Background: an optimization exercise with open tools, aiming at small area, a short achievable clock period and few clock cycles per item. Do not read the settings as production practice. Where RTL was checked, it was by simulation tests only, not by an equivalence proof against the original. Function not checked in runs 2 and 3: the RTL went through the layout flow alone.

==> flow/design.v, too long to show whole: its modules and the start of the top module <==
// module barrett_reduce_pipe: 788 lines
// module csa_fa: 10 lines
module barrett_reduce_pipe (
    input  logic        clk,
    input  logic        rst,
    input  logic        in_valid,
    input  logic [63:0] in_data,
    output logic        in_ready,
    output logic        out_valid,
    output logic [31:0] out_data,
    input  logic        out_ready,
    output logic        out_err
);
  // ...
==> flow/flow/run.sh <==
#!/bin/bash
set -e
export BUFFER_PORTS_ARGS="-buffer_cell sky130_fd_sc_hd__buf_1"
bash standard.sh > standard.log 2>&1
==> flow/standard.sh <==
#!/bin/bash
# synth_recipe.tcl (not shown) runs the flow's synth.tcl, then flattens the netlist and writes it again
# the make line also repeats each setting of config.mk as NAME=value (left out here)
make -C /OpenROAD-flow-scripts/flow DESIGN_CONFIG=/design/flow/config.mk WORK_HOME=/design/flow/orfs CLKGATE_MAP_FILE= SYNTH_SCRIPT=/design/flow/synth_recipe.tcl "${@:-finish}"
==> flow/config.mk <==
export PLATFORM = sky130hd
export DESIGN_NAME = barrett_reduce_pipe
export DESIGN_NICKNAME = barrett_reduce_pipe
export VERILOG_FILES = /design/flow/design.v
export SDC_FILE = /design/flow/constraint.sdc
export NUM_CORES = 4
export LEC_CHECK = 0
export CAP_MARGIN = 10
export CORE_MARGIN = 2
export CORE_UTILIZATION = 55
export CTS_BUF_LIST = sky130_fd_sc_hd__clkbuf_8 sky130_fd_sc_hd__clkbuf_16
export GPL_ROUTABILITY_DRIVEN = 0
export PLACE_DENSITY = 0.75
export SETUP_SLACK_MARGIN = 3.2
export SLEW_MARGIN = 10
export SYNTH_HIERARCHICAL = 1
export SYNTH_MINIMUM_KEEP_SIZE = 0
==> flow/constraint.sdc <==
create_clock -name core_clock -period 9.0 [get_ports {clk}]
set_input_delay 1.8000 -clock core_clock [delete_from_list [all_inputs] [get_ports {clk}]]
set_output_delay 1.8000 -clock core_clock [all_outputs]
set_load 0.01 [all_outputs]
==> results by group, run 1 <==
Setup path
  • Cells along the critical path: buf_1, buf_6, fa_2, fa_2, fa_1, fa_2, fa_1, inv_1, fa_2, inv_2, fa_2, ha_1, inv_1, mux4_2
  • Crit. path cell count: 14
  • Worst r2r path cells: 16
  • Worst Setup SP: in_data[23]
  • Slowest CP cell: fa_1

Run status
  • Status: complete, no violations

Synthesis
  • Syn Std Cell Area: 0.0130 mm²
  • Main flop type after synthesis: edfxtp_1
  • Unique masters post-synth: 63
  • Synth warn: 7
  • Synth Area in XOR/XNOR: 3.62%
  • Post-synth EDFFs: 102

Finish
  • Synth-to-Final Area Change: 10.3%
  • Count of multi-input gates: 875
  • Sequential cell area: 0.00311 mm²

STA
  • RSZ-0062 raised after global routing: true
  • Final Critical Period: 5700 ps
  • Slew Viols, Final: 0

Global route
  • Met2 Use GR: 40.4%
  • Largest net degree at the start of global routing: 71

Clocking
  • CTS buffer count: 9
  • TritonCTS clock tree: done
  • Clock sinks: 104
  • Post-CTS Repair Setup Buffers: 5
  • Number of gates resized after cts: 35

Routing
  • Overall routed net length: 29500 µm

Placed design
  • Dpl cells: 1503
Testbench counts, summed over its fixed seeds: cycles 8,016, items 8,000.
==> inputs of run 2 (changes only) <==
--- a/flow/design.v
+++ b/flow/design.v
@@ -138,20 +138,19 @@
     wire m17_s55, m17_c55;
     csa_fa u_m1755 (.a(~m17_c50), .b(m17_s44), .c(~m17_c54), .s(m17_s55), .co(m17_c55));
     wire m17_s56, m17_c56;
     csa_fa u_m1756 (.a(m17_s46), .b(m17_c51), .c(m17_s52), .s(m17_s56), .co(m17_c56));
     wire m17_s57, m17_c57;
     csa_fa u_m1757 (.a(m17_s48), .b(m17_c52), .c(m17_s53), .s(m17_s57), .co(m17_c57));
     wire m17_s58, m17_c58;
     csa_fa u_m1758 (.a(m17_s50), .b(m17_c53), .c(m17_s54), .s(m17_s58), .co(m17_c58));
-    wire [3:0] t7  = {1'b0, {m7_c29, m7_c28, m7_s28}} + {1'b0, {m7_s30, m7_s29, m7_s25}} + {3'b0, m7_c30};
     wire [4:0] e_s17 = {1'b0, {m17_c57, m17_c56, m17_c55, m17_s55}} + {1'b0, {m17_s58, m17_s57, m17_s56, m17_s51}} + {4'b0, ~m17_c58};
-    localparam logic [47:0] E_TA_T = 48'h2358d11ac688;
-    wire [2:0] e_ta = E_TA_T[t7 * 3 +: 3];
+    localparam logic [383:0] E_TA_T = 384'h2358d11ac688d63446b1a2358d11ac688d63446b1a2358d11ac688d63446b1a2358d11ac688d63446b1a2358d11ac688;
+    wire [2:0] e_ta = E_TA_T[{m7_c30, {m7_s30, m7_s29, m7_s25}, {m7_c29, m7_c28, m7_s28}} * 3 +: 3];
     localparam logic [95:0] E_TC_T = 96'h1ac688d634422358d11ac688;
     wire [2:0] e_tc = E_TC_T[e_s17 * 3 +: 3];
     wire c1_s59, c1_c59;
     assign c1_s59 = ~(x[26] ^ ~x[23]);
     assign c1_c59 = x[26] | ~x[23];
     wire c1_s60, c1_c60;
     csa_fa u_c160 (.a(x[27]), .b(~x[24]), .c(x[4]), .s(c1_s60), .co(c1_c60));
     wire c1_s61, c1_c61;
==> flow/flow/run.sh (replaced) <==
#!/bin/bash
set -e
export BUFFER_PORTS_ARGS="-buffer_cell sky130_fd_sc_hd__buf_2"
bash standard.sh > standard.log 2>&1
==> flow/config.mk (replaced) <==
export PLATFORM = sky130hd
export DESIGN_NAME = barrett_reduce_pipe
export DESIGN_NICKNAME = barrett_reduce_pipe
export VERILOG_FILES = /design/flow/design.v
export SDC_FILE = /design/flow/constraint.sdc
export NUM_CORES = 4
export LEC_CHECK = 0
export CAP_MARGIN = 20
export CORE_MARGIN = 2
export CORE_UTILIZATION = 60
export CTS_BUF_LIST = sky130_fd_sc_hd__clkbuf_8
export SETUP_SLACK_MARGIN = 3.0
export SLEW_MARGIN = 20
export SYNTH_HIERARCHICAL = 1
export SYNTH_MINIMUM_KEEP_SIZE = 0
==> run 2 against run 1 <==
  * Still clean
  * Sequential share of layout area shrank 0.72 points
  * Final area increased by 3.4%
  * Setup slack worse by 180 ps
  * Hold slack better by 14 ps
  * Synthesized area increased by 5.2%
  * Die area down 3.5%
  * Non-clock buffer count decreased by 8
  * Clock skew rose by 8.3 ps
  * Final cell count increased by 2.5%
  * Critical path type unchanged
==> results by group, run 2 <==
Clocking
  • Clock latency on the worst-skew pair: 410 ps (was 370 ps)
  • Post-CTS Hold Buffers: 0 (unchanged)
  • TritonCTS clock tree: done (unchanged)
  • Clk slew on worst S/H paths: 100 ps (was 80 ps)
  • CTS H-tree depth: 3 (unchanged)
  • CTS root buffer: clkbuf_8 (was clkbuf_16)
  • Clock sinks: 104 (unchanged)
  • CTS buffer count: 9 (unchanged)
  • Max clock buf depth: 2 (unchanged)

Synthesis
  • Synth top area share: 37.4% (was 39.6%)
  • Cell accounting for the most synthesized area: fa_1 (unchanged)
  • Number of synthesized register bits: 104 (unchanged)
  • Gate Count Post-Synth: 1197 (was 1102)
  • Synth async-reset ratio: 1.92% (unchanged)
  • Leading post-synthesis cells by cell area: fa_1 (37%), edfxtp_1 (22%), ha_1 (7.8%) (was fa_1 (40%), edfxtp_1 (23%), ha_1 (8.4%))
  • Syn Std Cell Area: 0.0137 mm² (was 0.0130 mm²)
  • Synth top cells by count: fa_1 (256), edfxtp_1 (102), inv_1 (88) (was fa_1 (258), edfxtp_1 (102), inv_1 (93))
  • Avg Cell Area, Syn: 11.5 µm² (was 11.8 µm²)
  • Synth warn: 7 (unchanged)
  • Unique masters post-synth: 75 (was 63)
  • Register area share after synthesis: 22.7% (was 23.9%)
  • Count leader, synth: fa_1 (unchanged)
  • Main flop type after synthesis: edfxtp_1 (unchanged)
  • Post-synth EDFFs: 102 (unchanged)

Die
  • Starting Density: 60.9% (was 55.7%)
  • Cell Rows: 55 (was 56)
  • IO Count: 103 (unchanged)
  • Die span in x: 155 µm (was 158 µm)
  • Die area: 0.0241 mm² (was 0.0249 mm²)
  • Die height: 155 µm (was 158 µm)
  • Core ar.: 0.0225 mm² (was 0.0234 mm²)

Global route
  • Largest net degree at the start of global routing: 71 (unchanged)
  • Initial antenna violation count: 0 (unchanged)
  • GRT overflow: 0 (unchanged)
  • Vias in the first global route: 9585 (was 8881)
  • Total Routing Usage GR: 28.8% (was 24.9%)
  • First-pass GRT wire length: 52000 µm (was 46500 µm)

Setup path
  • Worst Setup SP: in_data[36] (was in_data[23])
  • Reg2Reg Setup Slack: 3340 ps (was 3540 ps)
  • WP data required: 9120 ps (was 9110 ps)
  • FF-to-FF Start: q_tc[0] (was q_s17[1])
  • WP data arrival: 6000 ps (was 5810 ps)
  • Worst Setup End Kind: flop (unchanged)
  • Critical path class: primary input to flop (unchanged)
  • Critical path fanouts, max: 7 (was 3)
  • Crit start category: primary input (unchanged)

Finish
  • Layout cells sized above 1: 13.6% (was 9.61%)
  • # diodes: 0 (unchanged)
  • Fill count: 1761 (was 1872)
  • Final Core Density: 66.1% (was 61.5%)
  • Nets: 1694 (was 1625)
  • Synth-to-Final Area Change: 8.51% (was 10.3%)
  • Most common cell after layout, fill and taps aside: fa_1 (unchanged)
  • Most frequent cells in the layout: fa_1 (251), edfxtp_1 (102), buf_2 (90) (was fa_1 (242), edfxtp_1 (102), ha_1 (86))
  • Biggest regs: q_r: 31 flops, q_s1: 31 flops, q_c1: 26 flops (unchanged)

Routing
  • Detailed Route Iter0 Violations: 729 (was 615)
  • WL/cell: 21.1 µm (was 19.2 µm)
  • DRT Pass-1 Iters: 5 (unchanged)
  • Via density: 6.02 (was 5.65)
  • DRC: 0 (unchanged)
  • Via count: 9476 (was 8681)
  • Overall routed net length: 33200 µm (was 29500 µm)
  • Routed Antenna Nets: 0 (unchanged)

STA
  • Final Critical Period: 5880 ps (was 5700 ps)
  • Slew Viols, Final: 0 (unchanged)
  • Max Fclk: 0.170 GHz (was 0.175 GHz)
  • Slew @ Worst Pin: 914 ps (about the same)
  • Max_slew headroom: 39.1% (was 39.0%)
  • Worst Clk Skew: 27.4 ps (was 19.2 ps)
  • Final setup violation count: 0 (unchanged)
  • RSZ-0062 raised after global routing: false (was true)
  • TNS Setup: 0 ps (unchanged)
  • Final hold vios: 0 (unchanged)
  • Period Utilization, post-route: 65.3% (was 63.3%)

Placed design
  • RePlAce Congestion: 0.949
  • Hpwl dp: 27700 µm (was 24500 µm)
  • Buffers on Ports: 100 (unchanged)

Worst hold path
  • Worst hold path type: flop to flop (unchanged)
  • Hold_sp: q_err1 (unchanged)

Run status
  • Status: complete, no violations (unchanged)

Run
  • Max Cap Viol: 0 (unchanged)
==> run 2: kinds of logic after synthesis <==
logic type,after synthesis,share of synthesized area (%)
adder cells (fa/ha/maj),341,45.1
other,1,0.0274
AND/OR/NAND/NOR,294,10.7
XOR/XNOR,51,3.26
flip-flops,104,22.7
buffers and inverters,139,3.97
AO/OA/AOI/OAI,236,11.2
multiplexers,31,2.98
==> run 2: routing by layer <==
metal / track usage [%] / share of wire, % / vias to the layer above / wire length [µm]
li1: - / - / 4332 / -
met1: 37.6 / 41 / 4736 / 13500
met2: 49.6 / 50 / 359 / 16700
met3: 3.82 / 5.9 / 49 / 1960
met4: 11.2 / 3.4 / 0 / 1120
met5: 0 / 0 / - / 0
==> run 2: worst max-delay path, stage by stage <==
cell	delay (ps)
buf_2	270
clkinvlp_4	190
fa_1	460
fa_1	440
fa_1	520
fa_1	370
inv_1	80
fa_2	200
inv_1	60
fa_2	560
inv_1	110
ha_1	250
o211a_1	230
a2111oi_1	340
a31oi_1	100
==> run 2: path summary, 6_finish.rpt <==
path | to | cells past startpoint
worst min-delay path | q_err2 | 0
worst max register to register | q_r[25] | 17
worst min register to register | q_err2 | 0
worst max-delay path | q_tc[0] | 15
min in group asynchronous | r_v2 | 2
max in group asynchronous | r_v1 | 2
==> run 2: final cells by class <==
| cell class | instances | area [µm²] | share of cell area [%] |
|---|---|---|---|
| inverters | 92 | 360 | 2.42 |
| flip-flops and latches | 104 | 3110 | 20.9 |
| clock inverters | 7 | 80.1 | 0.538 |
| multi-input cells | 960 | 10200 | 68.4 |
| repair buffers | 118 | 661 | 4.44 |
| clock buffers | 9 | 124 | 0.833 |
| well taps | 285 | 357 | 2.40 |
==> run 2: per-stage QoR <==
stage          std cells  hold WS [ps]  setup WS (ps)  cell area, µm²
6_report            1575           437           3120           14900
3_5_place_dp        1548           415           2060           14400
4_1_cts             1566           440           3010           14700
5_1_grt             1575           444           2980           14900
3_3_place_gp        1548           404           2120           14400
2_1_floorplan       1203           400           3040           13700
==> run 2: repair_timing <==
item / 4_1_cts / 5_1_grt
gates resized for setup: 13 / 21
setup buffers: 2 / 9
endpoints found under the setup margin: 4 / 13
pin swaps: 1 / 1
==> run 2: Yosys stat by module (local to each module, per instance) <==
module	cells inside	flip-flops and latches	area, µm²
barrett_reduce_pipe	949	104	8740
csa_fa	1	0	20.0
==> inputs of run 3 (changes only) <==
--- a/flow/config.mk
+++ b/flow/config.mk
@@ -10,5 +10,5 @@
 export CORE_UTILIZATION = 60
 export CTS_BUF_LIST = sky130_fd_sc_hd__clkbuf_8
-export SETUP_SLACK_MARGIN = 3.0
+export SETUP_SLACK_MARGIN = 3.4
 export SLEW_MARGIN = 20
 export SYNTH_HIERARCHICAL = 1
==> run 3 against run 2 <==
  * Critical path type unchanged
  * Synthesized cell count is the same
  * Die area unchanged
==> results by group, run 3 <==
Run status
  • Status: complete, no violations (unchanged)

Global route
  • First-pass GRT wire length: 55000 µm (was 52000 µm)
  • Total Routing Usage GR: 30.4% (was 28.8%)
  • GRT overflow: 0 (unchanged)
  • Largest net degree at the start of global routing: 71 (unchanged)
  • Vias in the first global route: 9903 (was 9585)
  • Initial antenna violation count: 0 (unchanged)

Die
  • Die span in x: 155 µm (unchanged)
  • Die height: 155 µm (unchanged)
  • IO Count: 103 (unchanged)
  • Die area: 0.0241 mm² (unchanged)
  • Core ar.: 0.0225 mm² (unchanged)
  • Starting Density: 60.9% (unchanged)
  • Cell Rows: 55 (unchanged)

Setup path
  • Reg2Reg Setup Slack: 3640 ps (was 3340 ps)
  • Worst Setup End Kind: flop (unchanged)
  • Worst Setup SP: in_data[45] (was in_data[36])
  • Cells along the critical path: buf_4, clkinvlp_4, fa_2, fa_1, fa_1, fa_2, inv_2, fa_2, inv_2, fa_2, inv_2, ha_2, o211a_1, a2111oi_4, a31oi_1 (was buf_2, clkinvlp_4, fa_1, fa_1, fa_1, fa_1, inv_1, fa_2, inv_1, fa_2, inv_1, ha_1, o211a_1, a2111oi_1, a31oi_1)
  • WP data required: 9150 ps (was 9120 ps)
  • Crit start category: primary input (unchanged)
  • Critical path class: primary input to flop (unchanged)
  • Critical path's largest stage delay: 570 ps (was 560 ps)
  • Critical path fanouts, max: 5 (was 7)
  • Slowest CP cell: fa_2 (unchanged)
  • FF-to-FF Start: q_tc[0] (unchanged)
  • Worst r2r path cells: 15 (was 17)
  • Worst setup endpoint: q_tc[0] (unchanged)
  • Worst R2R End: q_r[27] (was q_r[25])
  • WP data arrival: 5690 ps (was 6000 ps)
  • Top cell by count, worst path: fa_2 (was fa_1)

STA
  • Final WS setup: 3450 ps (was 3120 ps)
  • RSZ-0062 raised after global routing: true (was false)
  • TNS Setup: 0 ps (unchanged)
  • Slew Viols, Final: 0 (unchanged)
  • Final hold vios: 0 (unchanged)
  • Period Utilization, post-route: 61.6% (was 65.3%)
  • Max_slew headroom: 35.8% (was 39.1%)
  • Final Critical Period: 5550 ps (was 5880 ps)
  • Slew @ Worst Pin: 963 ps (was 914 ps)
  • Max Fclk: 0.180 GHz (was 0.170 GHz)
  • Final setup violation count: 0 (unchanged)
  • Worst Clk Skew: 13.0 ps (was 27.4 ps)
  • Hold Worst Slack: 440 ps (was 437 ps)

Synthesis
  • Leading post-synthesis cells by cell area: fa_1 (37%), edfxtp_1 (22%), ha_1 (7.8%) (unchanged)
  • Post-synth EDFFs: 102 (unchanged)
  • Register area share after synthesis: 22.7% (unchanged)
  • Unique masters post-synth: 75 (unchanged)
  • Avg Cell Area, Syn: 11.5 µm² (unchanged)
  • Count leader, synth: fa_1 (unchanged)
  • Synth top cells by count: fa_1 (256), edfxtp_1 (102), inv_1 (88) (unchanged)
  • Main flop type after synthesis: edfxtp_1 (unchanged)
  • Syn Std Cell Area: 0.0137 mm² (unchanged)
  • Number of synthesized register bits: 104 (unchanged)
  • Cell accounting for the most synthesized area: fa_1 (unchanged)
  • Gate Count Post-Synth: 1197 (unchanged)
  • Synth top area share: 37.4% (unchanged)
  • Synth warn: 7 (unchanged)
  • Synth async-reset ratio: 1.92% (unchanged)

Placed design
  • Buffers on Ports: 100 (unchanged)
  • Dpl cells: 1548 (unchanged)
  • Post-Place Setup Slack: 2090 ps (was 2060 ps)
  • RePlAce Congestion: 0.936 (was 0.949)
  • Hpwl dp: 28100 µm (was 27700 µm)

Routing
  • Routed Antenna Nets: 0 (unchanged)
  • Overall routed net length: 35000 µm (was 33200 µm)
  • Detailed Route Iter0 Violations: 909 (was 729)
  • Via density: 6.06 (was 6.02)
  • DRT Pass-1 Iters: 7 (was 5)
  • Via count: 9721 (was 9476)
  • WL/cell: 21.8 µm (was 21.1 µm)
  • DRC: 0 (unchanged)

Clocking
  • Max clock buf depth: 2 (unchanged)
  • TritonCTS clock tree: done (unchanged)
  • Clk slew on worst S/H paths: 110 ps (was 100 ps)
  • CTS root buffer: clkbuf_8 (unchanged)
  • CTS H-tree depth: 3 (unchanged)
  • CTS buffer count: 9 (unchanged)
  • Clock latency on the worst-skew pair: 390 ps (was 410 ps)
  • Clock sinks: 104 (unchanged)

Finish
  • Area of the multi-input gates: 0.0104 mm² (was 0.0102 mm²)
  • Sequential cell area: 0.00311 mm² (unchanged)
  • Nets: 1723 (was 1694)
  • Biggest regs: q_r: 31 flops, q_s1: 31 flops, q_c1: 26 flops (unchanged)
  • Most frequent cells in the layout: fa_1 (225), edfxtp_1 (102), ha_1 (80) (was fa_1 (251), edfxtp_1 (102), buf_2 (90))
  • Most common cell after layout, fill and taps aside: fa_1 (unchanged)
  • Post-route insts no fill: 1604 (was 1575)
  • Synth-to-Final Area Change: 12.1% (was 8.51%)
  • Layout cells sized above 1: 19.9% (was 13.6%)
  • Fill count: 1729 (was 1761)
  • # diodes: 0 (unchanged)

Worst hold path
  • Worst hold path type: flop to flop (unchanged)

Run
  • Max Cap Viol: 0 (unchanged)
-- run 3: cell count changes in the layout (fill, tap and decap cells not counted), moves of 9 or more --
cell	change
buf_4	+31
fa_2	+26
inv_1	-16
fa_1	-26
clkinvlp_4	+9
buf_2	-12
-- run 3: per-layer routing --
metal | share of wire [%] | global-route usage, % | vias up
li1 | - | - | 4400
met1 | 40 | 39.8 | 4836
met2 | 51 | 53.4 | 406
met3 | 5.6 | 4.29 | 79
met4 | 3.1 | 9.13 | 0
met5 | 0 | 0 | -
-- run 3: worst max-delay path: cells and delay by family --
family | cells | cell delay (ps)
compound gates | 3 | 690
fa+ha+maj | 7 | 2760
buf+inv | 5 | 450
-- run 3: layout make-up --
class	count	share of cell area [%]
multi-input combinational	960	67.4
sequential	104	20.3
timing repair buffer	147	6.24
inverter	92	2.57
tap	285	2.32
clock buffer	9	0.806
clock inverter	7	0.423
-- run 3: worst min-delay path by stage --
stage | from | to | slack, ps | cells past startpoint
final | q_err1 | q_err2 | 440 | 0
after global routing | q_err1 | q_err2 | 450 | 0
after CTS | q_err1 | q_err2 | 440 | 0
after detailed placement | q_err1 | q_err2 | 410 | 0
after global placement | q_err1 | q_err2 | 400 | 0
after floorplan | q_err1 | q_err2 | 400 | 0
-- run 3: modules after synthesis, one instance, submodules excluded --
| module | times used | cell area [µm²] | cells | flops+latches |
|---|---|---|---|---|
| barrett_reduce_pipe | 1 | 8740 | 949 | 104 |
| csa_fa | 248 | 20.0 | 1 | 0 |
-- run 3: cell families after synthesis --
logic type | share of synthesized area, %
mux | 2.98
other cells | 0.0274
simple gates | 10.7
compound gates | 11.2
fa+ha+maj | 45.1
xor+xnor | 3.26
buf+inv | 3.97
flops | 22.7
-- run 3: what timing repair did --
action | 4_1_cts | 5_1_grt
setup endpoints to repair | 20 | 25
endpoints found under the hold margin | 0 | 0
resized for setup | 30 | 71
buffers inserted | 20 | 20
hold buffers | 0 | 0
pin swaps | 5 | 22
-- run 3: per-stage QoR --
stage / instance area, µm² / util (%)
2_1_floorplan: 13900 / -
3_3_place_gp: 14500 / 64.7
3_5_place_dp: 14500 / 64.7
4_1_cts: 15000 / 66.6
5_1_grt: 15400 / 68.3
6_report: 15400 / 68.3

[afterwards: timing with drivers on the ports]
How much do the figures lean on ideal ports? The routed layouts below were timed once more, with nothing changed but the port constraints.
Step 1 sets driving cells, clkbuf_16 on the clock port and buf_2 on the other inputs (assumed; they add their load-dependent delay and slew).
Step 2, shift: input delay + t, output delay - t, t = (earliest + latest rising clock arrival at the registers) / 2. This alone moves slack from input paths to output paths.
Slacks: ideal ports / drivers / drivers and shift; pairs: ideal ports / drivers.
run	t (ns)	setup WS [ns]	worst setup path at the end	cell pins on the clock port's net
run 1	0.402	3.301 / 3.324 / 2.922	input to register	1
run 2	0.435	3.120 / 3.138 / 2.703	input to register	1
run 3	0.428	3.453 / 3.452 / 3.024	input to register	1
After both steps every run listed still meets setup and hold. For run 3, which loses most, drivers alone change the setup slack by -0.001 ns; drivers and shift together by -0.429 ns.
